Background: an optimization exercise with open tools, aiming at small area, a short achievable clock period and few clock cycles per item. Do not read the settings as production practice.
The RTL was checked by simulation tests, not by an equivalence proof against the original design.
Power is estimated from default activity; no workload was simulated.

### design/flow/design.v
package ooo_pkg;
  typedef logic [32-1:0]   xlen_t;
  typedef logic [6-1:0] preg_t;
  typedef logic [4-1:0]  rob_tag_t;
  typedef enum logic [2:0] {
    ADD, SUB, AND, OR, XOR, SLL, SRL, SLT
  } alu_op_e;
  typedef struct packed {
    preg_t   prs1;
    preg_t   prs2;
    preg_t   prd;
    alu_op_e op;
    xlen_t   imm;
    logic    use_imm;
  } dispatch_t;
  localparam int DISP_W = 3 * 6 + 3 + 32 + 1;
  typedef struct packed {
    logic     valid;
    rob_tag_t tag;
    preg_t    prd;
    xlen_t    data;
  } cdb_t;
endpackage
module pipe_skid_buffer (
  input  logic               clk,
  input  logic               rst,
  input  logic               i_valid,
  output logic               o_ready,
  input  ooo_pkg::dispatch_t i_data,
  output logic               o_valid,
  input  logic               i_ready,
  output ooo_pkg::dispatch_t o_data
);
  logic               skid_valid;
  ooo_pkg::dispatch_t skid_data;
  logic               accept;
  assign o_ready = ~skid_valid;
  assign accept  = i_valid & o_ready;
  always_ff @(posedge clk) begin
    if (rst) begin
      o_valid    <= 1'b0;
      skid_valid <= 1'b0;
    end else if (!o_valid || i_ready) begin
      o_valid    <= skid_valid | accept;
      skid_valid <= 1'b0;
    end else if (accept) begin
      skid_valid <= 1'b1;
    end
  end
  always_ff @(posedge clk) begin
    if (!o_valid || i_ready) begin
      o_data <= skid_valid ? skid_data : i_data;
    end else if (accept) begin
      skid_data <= i_data;
    end
  end
endmodule
module dispatch_scoreboard (
  input  logic               clk,
  input  logic               rst,
  input  logic               i_valid,
  output logic               o_ready,
  input  ooo_pkg::dispatch_t i_inst,
  input  logic               i_rob_full,
  input  logic               i_rs_full,
  input  ooo_pkg::cdb_t      i_cdb,
  output logic               o_alloc,
  output logic               o_src1_ready,
  output logic               o_src2_ready
);
  logic [2**6-1:0] busy;
  assign o_ready = ~i_rob_full & ~i_rs_full;
  assign o_alloc = i_valid & o_ready;
  assign o_src1_ready = (i_inst.prs1 == '0) || !busy[i_inst.prs1] ||
                        (i_cdb.valid && i_cdb.prd == i_inst.prs1);
  assign o_src2_ready = (i_inst.prs2 == '0) || !busy[i_inst.prs2] ||
                        (i_cdb.valid && i_cdb.prd == i_inst.prs2);
  always_ff @(posedge clk) begin
    if (rst) begin
      busy <= '0;
    end else begin
      if (i_cdb.valid && i_cdb.prd != '0) begin
        busy[i_cdb.prd] <= 1'b0;
      end
      if (o_alloc && i_inst.prd != '0) begin
        busy[i_inst.prd] <= 1'b1;
      end
    end
  end
endmodule
module alu_reservation_station (
  input  logic               clk,
  input  logic               rst,
  input  logic               i_alloc,
  input  ooo_pkg::dispatch_t i_inst,
  input  ooo_pkg::rob_tag_t  i_tag,
  input  logic               i_src1_ready,
  input  logic               i_src2_ready,
  input  ooo_pkg::cdb_t      i_cdb,
  output logic               o_full,
  output logic               o_issue_valid,
  output ooo_pkg::preg_t     o_issue_prs1,
  output ooo_pkg::preg_t     o_issue_prs2,
  output ooo_pkg::preg_t     o_issue_prd,
  output ooo_pkg::rob_tag_t  o_issue_tag,
  output ooo_pkg::alu_op_e   o_issue_op,
  output ooo_pkg::xlen_t     o_issue_imm,
  output logic               o_issue_use_imm
);
  typedef logic [$clog2(8)-1:0] rs_idx_t;
  logic [8-1:0] ent_valid;
  logic [8-1:0] ent_rdy1;
  logic [8-1:0] ent_rdy2;
  logic [8-1:0] ent_ready;
  logic [ooo_pkg::DISP_W-1:0] ent_inst [8];
  ooo_pkg::rob_tag_t        ent_tag  [8];
  ooo_pkg::dispatch_t       issue_inst;
  ooo_pkg::preg_t           ent_prs1 [8];
  ooo_pkg::preg_t           ent_prs2 [8];
  rs_idx_t                  free_idx;
  rs_idx_t                  issue_idx;
  assign ent_ready = ent_valid & ent_rdy1 & ent_rdy2;
  always_comb begin
    free_idx  = '0;
    issue_idx = '0;
    for (int i = 8 - 1; i >= 0; i--) begin
      if (!ent_valid[i]) free_idx = rs_idx_t'(i);
      if (ent_ready[i])  issue_idx = rs_idx_t'(i);
    end
  end
  assign o_full          = &ent_valid;
  assign o_issue_valid   = |ent_ready;
  assign issue_inst      = ent_inst[issue_idx];
  assign o_issue_prs1    = issue_inst.prs1;
  assign o_issue_prs2    = issue_inst.prs2;
  assign o_issue_prd     = issue_inst.prd;
  assign o_issue_op      = issue_inst.op;
  assign o_issue_imm     = issue_inst.imm;
  assign o_issue_use_imm = issue_inst.use_imm;
  assign o_issue_tag     = ent_tag[issue_idx];
  for (genvar g = 0; g < 8; g++) begin : g_ent
    ooo_pkg::dispatch_t ent;
    assign ent         = ent_inst[g];
    assign ent_prs1[g] = ent.prs1;
    assign ent_prs2[g] = ent.prs2;
  end
  always_ff @(posedge clk) begin
    if (rst) begin
      ent_valid <= '0;
      ent_rdy1  <= '0;
      ent_rdy2  <= '0;
    end else begin
      for (int i = 0; i < 8; i++) begin
        if (i_cdb.valid && ent_valid[i]) begin
          if (ent_prs1[i] == i_cdb.prd) ent_rdy1[i] <= 1'b1;
          if (ent_prs2[i] == i_cdb.prd) ent_rdy2[i] <= 1'b1;
        end
      end
      if (o_issue_valid) begin
        ent_valid[issue_idx] <= 1'b0;
      end
      if (i_alloc) begin
        ent_valid[free_idx] <= 1'b1;
        ent_rdy1[free_idx]  <= i_src1_ready;
        ent_rdy2[free_idx]  <= i_src2_ready;
      end
    end
  end
  always_ff @(posedge clk) begin
    if (i_alloc) begin
      ent_inst[free_idx] <= i_inst;
      ent_tag[free_idx]  <= i_tag;
    end
  end
endmodule
module phys_reg_file (
  input  logic           clk,
  input  logic           rst,
  input  ooo_pkg::preg_t i_rd_addr1,
  input  ooo_pkg::preg_t i_rd_addr2,
  output ooo_pkg::xlen_t o_rd_data1,
  output ooo_pkg::xlen_t o_rd_data2,
  input  ooo_pkg::cdb_t  i_cdb
);
  ooo_pkg::xlen_t regs [2**6];
  always_ff @(posedge clk) begin
    if (rst) begin
      for (int i = 0; i < 2**6; i++) regs[i] <= '0;
    end else if (i_cdb.valid && i_cdb.prd != '0) begin
      regs[i_cdb.prd] <= i_cdb.data;
    end
  end
  assign o_rd_data1 = (i_rd_addr1 == '0) ? '0 : regs[i_rd_addr1];
  assign o_rd_data2 = (i_rd_addr2 == '0) ? '0 : regs[i_rd_addr2];
endmodule
module alu_exec (
  input  logic              clk,
  input  logic              rst,
  input  logic              i_valid,
  input  ooo_pkg::alu_op_e  i_op,
  input  ooo_pkg::xlen_t    i_op1,
  input  ooo_pkg::xlen_t    i_op2_reg,
  input  ooo_pkg::xlen_t    i_imm,
  input  logic              i_use_imm,
  input  ooo_pkg::preg_t    i_prd,
  input  ooo_pkg::rob_tag_t i_tag,
  output ooo_pkg::cdb_t     o_cdb
);
  ooo_pkg::xlen_t    op2;
  ooo_pkg::xlen_t    result;
  logic              valid_q;
  ooo_pkg::rob_tag_t tag_q;
  ooo_pkg::preg_t    prd_q;
  ooo_pkg::xlen_t    data_q;
  assign op2 = i_use_imm ? i_imm : i_op2_reg;
  always_comb begin
    case (i_op)
      ooo_pkg::ADD: result = i_op1 + op2;
      ooo_pkg::SUB: result = i_op1 - op2;
      ooo_pkg::AND: result = i_op1 & op2;
      ooo_pkg::OR:  result = i_op1 | op2;
      ooo_pkg::XOR: result = i_op1 ^ op2;
      ooo_pkg::SLL: result = i_op1 << op2[4:0];
      ooo_pkg::SRL: result = i_op1 >> op2[4:0];
      default:      result = ($signed(i_op1) < $signed(op2)) ? 1 : '0;
    endcase
  end
  always_ff @(posedge clk) begin
    if (rst) valid_q <= 1'b0;
    else     valid_q <= i_valid;
  end
  always_ff @(posedge clk) begin
    tag_q  <= i_tag;
    prd_q  <= i_prd;
    data_q <= result;
  end
  assign o_cdb = {valid_q, tag_q, prd_q, data_q};
endmodule
module reorder_buffer (
  input  logic              clk,
  input  logic              rst,
  input  logic              i_alloc,
  input  ooo_pkg::preg_t    i_prd,
  output ooo_pkg::rob_tag_t o_alloc_tag,
  output logic              o_full,
  input  ooo_pkg::cdb_t     i_cdb,
  output logic              o_commit_valid,
  output ooo_pkg::preg_t    o_commit_prd,
  output ooo_pkg::xlen_t    o_commit_data
);
  ooo_pkg::rob_tag_t       head;
  ooo_pkg::rob_tag_t       tail;
  logic [4:0]     count;
  logic [2**4-1:0] done;
  ooo_pkg::preg_t          slot_prd  [2**4];
  ooo_pkg::xlen_t          slot_data [2**4];
  assign o_alloc_tag    = tail;
  assign o_full         = count[4];
  assign o_commit_valid = (count != '0) && done[head];
  assign o_commit_prd   = slot_prd[head];
  assign o_commit_data  = slot_data[head];
  always_ff @(posedge clk) begin
    if (rst) begin
      head  <= '0;
      tail  <= '0;
      count <= '0;
      done  <= '0;
    end else begin
      if (i_alloc) begin
        done[tail] <= 1'b0;
        tail       <= tail + 1'b1;
      end
      if (i_cdb.valid) done[i_cdb.tag] <= 1'b1;
      if (o_commit_valid) head <= head + 1'b1;
      count <= count + (4 + 1)'(i_alloc) - (4 + 1)'(o_commit_valid);
    end
  end
  always_ff @(posedge clk) begin
    if (i_alloc) slot_prd[tail] <= i_prd;
    if (i_cdb.valid) slot_data[i_cdb.tag] <= i_cdb.data;
  end
endmodule
module ooo_backend_top (
  input  logic             clk,
  input  logic             rst,
  input  logic             i_valid,
  input  ooo_pkg::preg_t   i_prs1,
  input  ooo_pkg::preg_t   i_prs2,
  input  ooo_pkg::preg_t   i_prd,
  input  ooo_pkg::alu_op_e i_op,
  input  ooo_pkg::xlen_t   i_imm,
  input  logic             i_use_imm,
  output logic             o_ready,
  output logic             o_commit_valid,
  output ooo_pkg::preg_t   o_commit_prd,
  output ooo_pkg::xlen_t   o_commit_data
);
  ooo_pkg::dispatch_t in_inst;
  ooo_pkg::dispatch_t disp_inst;
  logic               disp_valid;
  logic               disp_ready;
  logic               alloc;
  logic               src1_ready;
  logic               src2_ready;
  logic               rob_full;
  logic               rs_full;
  ooo_pkg::rob_tag_t  alloc_tag;
  ooo_pkg::cdb_t      cdb;
  logic               iss_valid;
  ooo_pkg::preg_t     iss_prs1;
  ooo_pkg::preg_t     iss_prs2;
  ooo_pkg::preg_t     iss_prd;
  ooo_pkg::rob_tag_t  iss_tag;
  ooo_pkg::alu_op_e   iss_op;
  ooo_pkg::xlen_t     iss_imm;
  logic               iss_use_imm;
  ooo_pkg::xlen_t     rf_data1;
  ooo_pkg::xlen_t     rf_data2;
  assign in_inst = {i_prs1, i_prs2, i_prd, i_op, i_imm, i_use_imm};
  pipe_skid_buffer u_skid (
    .clk(clk), .rst(rst),
    .i_valid(i_valid), .o_ready(o_ready), .i_data(in_inst),
    .o_valid(disp_valid), .i_ready(disp_ready), .o_data(disp_inst)
  );
  dispatch_scoreboard u_dispatch (
    .clk(clk), .rst(rst),
    .i_valid(disp_valid), .o_ready(disp_ready), .i_inst(disp_inst),
    .i_rob_full(rob_full), .i_rs_full(rs_full), .i_cdb(cdb),
    .o_alloc(alloc), .o_src1_ready(src1_ready), .o_src2_ready(src2_ready)
  );
  alu_reservation_station u_rs (
    .clk(clk), .rst(rst),
    .i_alloc(alloc), .i_inst(disp_inst), .i_tag(alloc_tag),
    .i_src1_ready(src1_ready), .i_src2_ready(src2_ready), .i_cdb(cdb),
    .o_full(rs_full), .o_issue_valid(iss_valid),
    .o_issue_prs1(iss_prs1), .o_issue_prs2(iss_prs2), .o_issue_prd(iss_prd),
    .o_issue_tag(iss_tag), .o_issue_op(iss_op), .o_issue_imm(iss_imm),
    .o_issue_use_imm(iss_use_imm)
  );
  phys_reg_file u_prf (
    .clk(clk), .rst(rst),
    .i_rd_addr1(iss_prs1), .i_rd_addr2(iss_prs2),
    .o_rd_data1(rf_data1), .o_rd_data2(rf_data2), .i_cdb(cdb)
  );
  alu_exec u_alu (
    .clk(clk), .rst(rst),
    .i_valid(iss_valid), .i_op(iss_op), .i_op1(rf_data1), .i_op2_reg(rf_data2),
    .i_imm(iss_imm), .i_use_imm(iss_use_imm), .i_prd(iss_prd), .i_tag(iss_tag),
    .o_cdb(cdb)
  );
  reorder_buffer u_rob (
    .clk(clk), .rst(rst),
    .i_alloc(alloc), .i_prd(disp_inst.prd), .o_alloc_tag(alloc_tag),
    .o_full(rob_full), .i_cdb(cdb),
    .o_commit_valid(o_commit_valid), .o_commit_prd(o_commit_prd),
    .o_commit_data(o_commit_data)
  );
endmodule
### design/flow/run.sh
#!/bin/bash
# synth_recipe.tcl (not shown) runs the flow's synth.tcl, then flattens the netlist and writes it again
# the make line also repeats each setting of config.mk as NAME=value (left out here)
make -C /OpenROAD-flow-scripts/flow DESIGN_CONFIG=/design/flow/config.mk WORK_HOME=/design/flow/orfs CLKGATE_MAP_FILE= SYNTH_SCRIPT=/design/flow/synth_recipe.tcl finish
### design/flow/config.mk
export PLATFORM = sky130hd
export DESIGN_NAME = ooo_backend_top
export DESIGN_NICKNAME = ooo_backend_top
export VERILOG_FILES = /design/flow/design.v
export SDC_FILE = /design/flow/constraint.sdc
export NUM_CORES = 4
export LEC_CHECK = 0
export CAP_MARGIN = 20
export CORE_MARGIN = 2
export CORE_UTILIZATION = 40
export SLEW_MARGIN = 20
export SYNTH_MEMORY_MAX_BITS = 8192
### design/flow/constraint.sdc
create_clock -name core_clock -period 11.0 [get_ports {clk}]
set_input_delay 2.2000 -clock core_clock [delete_from_list [all_inputs] [get_ports {clk}]]
set_output_delay 2.2000 -clock core_clock [all_outputs]
set_load 0.01 [all_outputs]
==> summary.txt <==
Status: complete, no violations
GR Overflow Total: 0
Ys flop type: edfxtp_1
Input/output buffers: 96
CP dominant cell by count: nor2_1
Flops & latches, synth: 3,394
Design area: 196,700 sq um
Synth top area cells: edfxtp_1 55%, mux4_2 8.6%, and2_1 7.4%
PD cells: 186.1 nW/um^2
Least-Margin Pin Slew: 1.278 ns
Die Width: 666.9 um
Reg clk slew, reported paths: 0.06 ns
DRC: 0
Clock Skew: 0.05467 ns
Final period utilization: 94.46%
Post-DR vias/cell: 6.417
Hold path cells: 1
Layout fillers: 39,240
IO Pins: 97
Core Footprint: 437,800 sq um
Initial Util: 40.14%
Final hold vios: 0
Relative slew slack: 13.69%
P_leak: 69.52 nW
Most frequent cells in the layout: 3,228 x edfxtp_1, 2,447 x nand2_1, 2,065 x and2_1, 874 x nand3_1, 672 x mux4_2
Area leader, netlist: edfxtp_1
Mapped Nets: 14,780
Post-DRT Antenna Nets: 0
Fmax: 0.09624 GHz
Total GRT Usage: 32.04%
Slowest CP cell: nand2_1
Most common cell after layout, fill and taps aside: edfxtp_1
Syn Std Cell Area: 175,800 sq um
Detailed Route Iter0 Violations: 23,000
Syn Inst Count: 14,590
Largest net degree at the start of global routing: 110
P&R area growth vs syn: 11.89%
Initial antenna violation count: 89
Worst vdd ir: 0.1908 mV
Fraction of final layout cells sized beyond drive strength 1: 15.36%
Req. time, crit path: 11.86 ns
Setup bufs post-CTS: 0
Deepest clock path buffer count: 4
Global-route wire length before repair: 1001 mm
Post-synth top area share: 55.15%
Family with the most delay on the worst path: compound AO/OA/AOI/OAI gates
Vias in the first global route: 121,800
Routed wire per std cell: 35.92 um
CP Capture Type: flop
Drt total wl: 735.7 mm
Fin nets: 14,570
Worst hold-check path type: reg2reg
Crit path depth: 29
Crit path launch type: flop
CP Class: reg2reg
Post-CTS Hold Buffers: 0
Mapped Avg Cell Area: 12.04 sq um
Worst skew pair latency: 0.99 ns
Max stage delay on crit path: 0.77 ns
Yosys Warn Count: 8
TritonCTS Buffers: 364
Die height: 666.9 um
Sequential area share after synthesis: 57.04%
R2R depth: 29
Clock root buffer: clkbuf_16
Async SR Flop Fraction: 0%
Critical path buffer and inverter count: 0
Min Tclk post-route: 10.39 ns
Slew Viols, Final: 0
# setup viols final: 0
Max Cap Viol: 0
# clock sinks: 3,394
Detailed Routing Iterations Pass 1: 9
Row Count: 243
Placer Congestion: 1.043
Via Count: 131,400
Arrival time worst endpoint: 11.25 ns
H-Tree Depth: 5
Crit Path Max Fanout: 19
RSZ-0062 raised after global routing: no
Area of placed instances: 184,700 sq um
Fin Hold WS: 0.4787 ns
HPWL Detailed: 470.0 mm
CTS tree: yes
Distinct cells, synth: 115
Post-synth EDFFs: 3,228
Final setup TNS: 0 ns
Number of cells upsized or downsized after cts: 0
Die ar.: 444,700 sq um
[logic make-up (layout without fill, tap and decap cells)]
kind of cell | after synthesis | count (layout) | share of synthesized area (%)
adder cells (fa/ha/maj) | 134 | 134 | 0.9668
multiplexers | 1398 | 1398 | 12.83
AO/OA/AOI/OAI | 1828 | 1828 | 7.186
other | 0 | 45 | 0
buffers and inverters | 1424 | 1508 | 3.507
AND/OR/NAND/NOR | 6262 | 6262 | 17.71
XOR/XNOR | 153 | 153 | 0.7624
flip-flops | 3394 | 3394 | 57.04
[state kept, by name, summed over array words and instances (netlist names), 4 cells and up, named ones only]
register          flops
u_rob.head            4
u_rs.ent_tag         32
u_rs.ent_rdy2         8
u_rob.done           16
u_alu.tag_q           4
u_dispatch.busy      64
u_skid.skid_data     54
u_rob.count           5
u_rob.slot_data     512
u_rs.ent_valid        8
u_alu.data_q         32
u_skid.o_data        54
u_rs.ent_inst       432
u_rob.slot_prd       96
u_alu.prd_q           6
u_prf.regs         2048
u_rob.tail            4
u_rs.ent_rdy1         8
[synth_stat cells (all sizes together) (98+ instances only)]
cell type / n
a21oi: 477
nor2: 363
o21ai: 259
clkbuf: 818
nand3: 878
mux2i: 615
a211oi: 98
edfxtp: 3228
mux4: 672
and2: 2065
and3: 140
ha: 131
mux2: 111
buf: 471
a31oi: 142
inv: 135
dfxtp: 166
nand2: 2453
[metrics by stage]
| step | total power, mW | std cells | util [%] | setup WS [ns] |
|---|---|---|---|---|
| 2_1_floorplan | 19.63 | 14590 | - | 2.744 |
| 3_3_place_gp | 23.81 | 19770 | 42.14 | 0.7425 |
| 3_5_place_dp | 23.83 | 19770 | 42.18 | 1.269 |
| 4_1_cts | 36.15 | 20430 | 44.87 | 1.194 |
| 5_1_grt | 37.20 | 20440 | 44.89 | 0.4081 |
| 6_report | 36.61 | 20480 | 44.92 | 0.6098 |
[report_power, final]
group	internal, mW	switching [mW]
logic	2.11	5.81
clock network	7.07	5.47
registers	14.9	1.27
[layer usage]
metal	track usage [%]	vias to the layer above	wire length, um
met5	0	-	260
met3	12.24	1882	108200
met4	17.72	38	47820
met2	44.82	9882	302500
met1	42.55	66270	276900
li1	-	53330	-
[final timing paths]
check | from | to | slack, ns
setup / recovery | u_rs.ent_valid[1]$_SDFF_PP0_ | u_alu.data_q[0]$_DFF_P_ | 0.61
hold / removal | u_dispatch.busy[0]$_SDFF_PP0_ | u_dispatch.busy[0]$_SDFF_PP0_ | 0.48
setup reg to reg | u_rs.ent_valid[1]$_SDFF_PP0_ | u_alu.data_q[0]$_DFF_P_ | 0.61
hold reg to reg | u_dispatch.busy[0]$_SDFF_PP0_ | u_dispatch.busy[0]$_SDFF_PP0_ | 0.48
[worst register-to-register path, delay by kind of cell, from the launching register on]
kind | cells | cell delay, ns
AOI/OAI and AO/OA | 19 | 6.75
adders and majority gates | 1 | 0.54
DFF | 1 | 0.40
and+or+nand+nor | 9 | 2.58
[area by class of cell]
class / instances / area [sq um] / area share, %
Tap cell: 5757 / 7203 / 3.663
Clock buffer: 464 / 9712 / 4.938
Multi-Input combinational cell: 9775 / 70490 / 35.85
Timing Repair Buffer: 711 / 6141 / 3.123
Inverter: 135 / 511.7 / 0.2602
Clock inverter: 198 / 2087 / 1.061
Antenna cell: 45 / 112.6 / 0.05726
Sequential cell: 3394 / 100400 / 51.05
Testbench counts, summed over its fixed seeds: cycles 11,751, instrs 9,600.

-- static timing again, ports no longer ideal --
How much do the figures lean on ideal ports? The routed layout below was timed once more, with nothing changed but the port constraints. Step 1, drivers: a clkbuf_16 drives clk and a buf_2 each remaining input, both assumed. Step 2 also shifts input and output timing later by t, the mid clock arrival at the registers, as if the neighbouring blocks saw the same clock. Three values: no drivers, after step 1, after step 2; two values: the first two.
shift t [ns]: 1.099
slack for setup (ns): 0.610 / 0.610 / 0.610
slew at the worst register clock pin (ns): 0.08 / 0.08
After both steps setup and hold are still met in this run. The setup slack of this run moves by 0.000 ns with the drivers and by 0.000 ns with both steps.
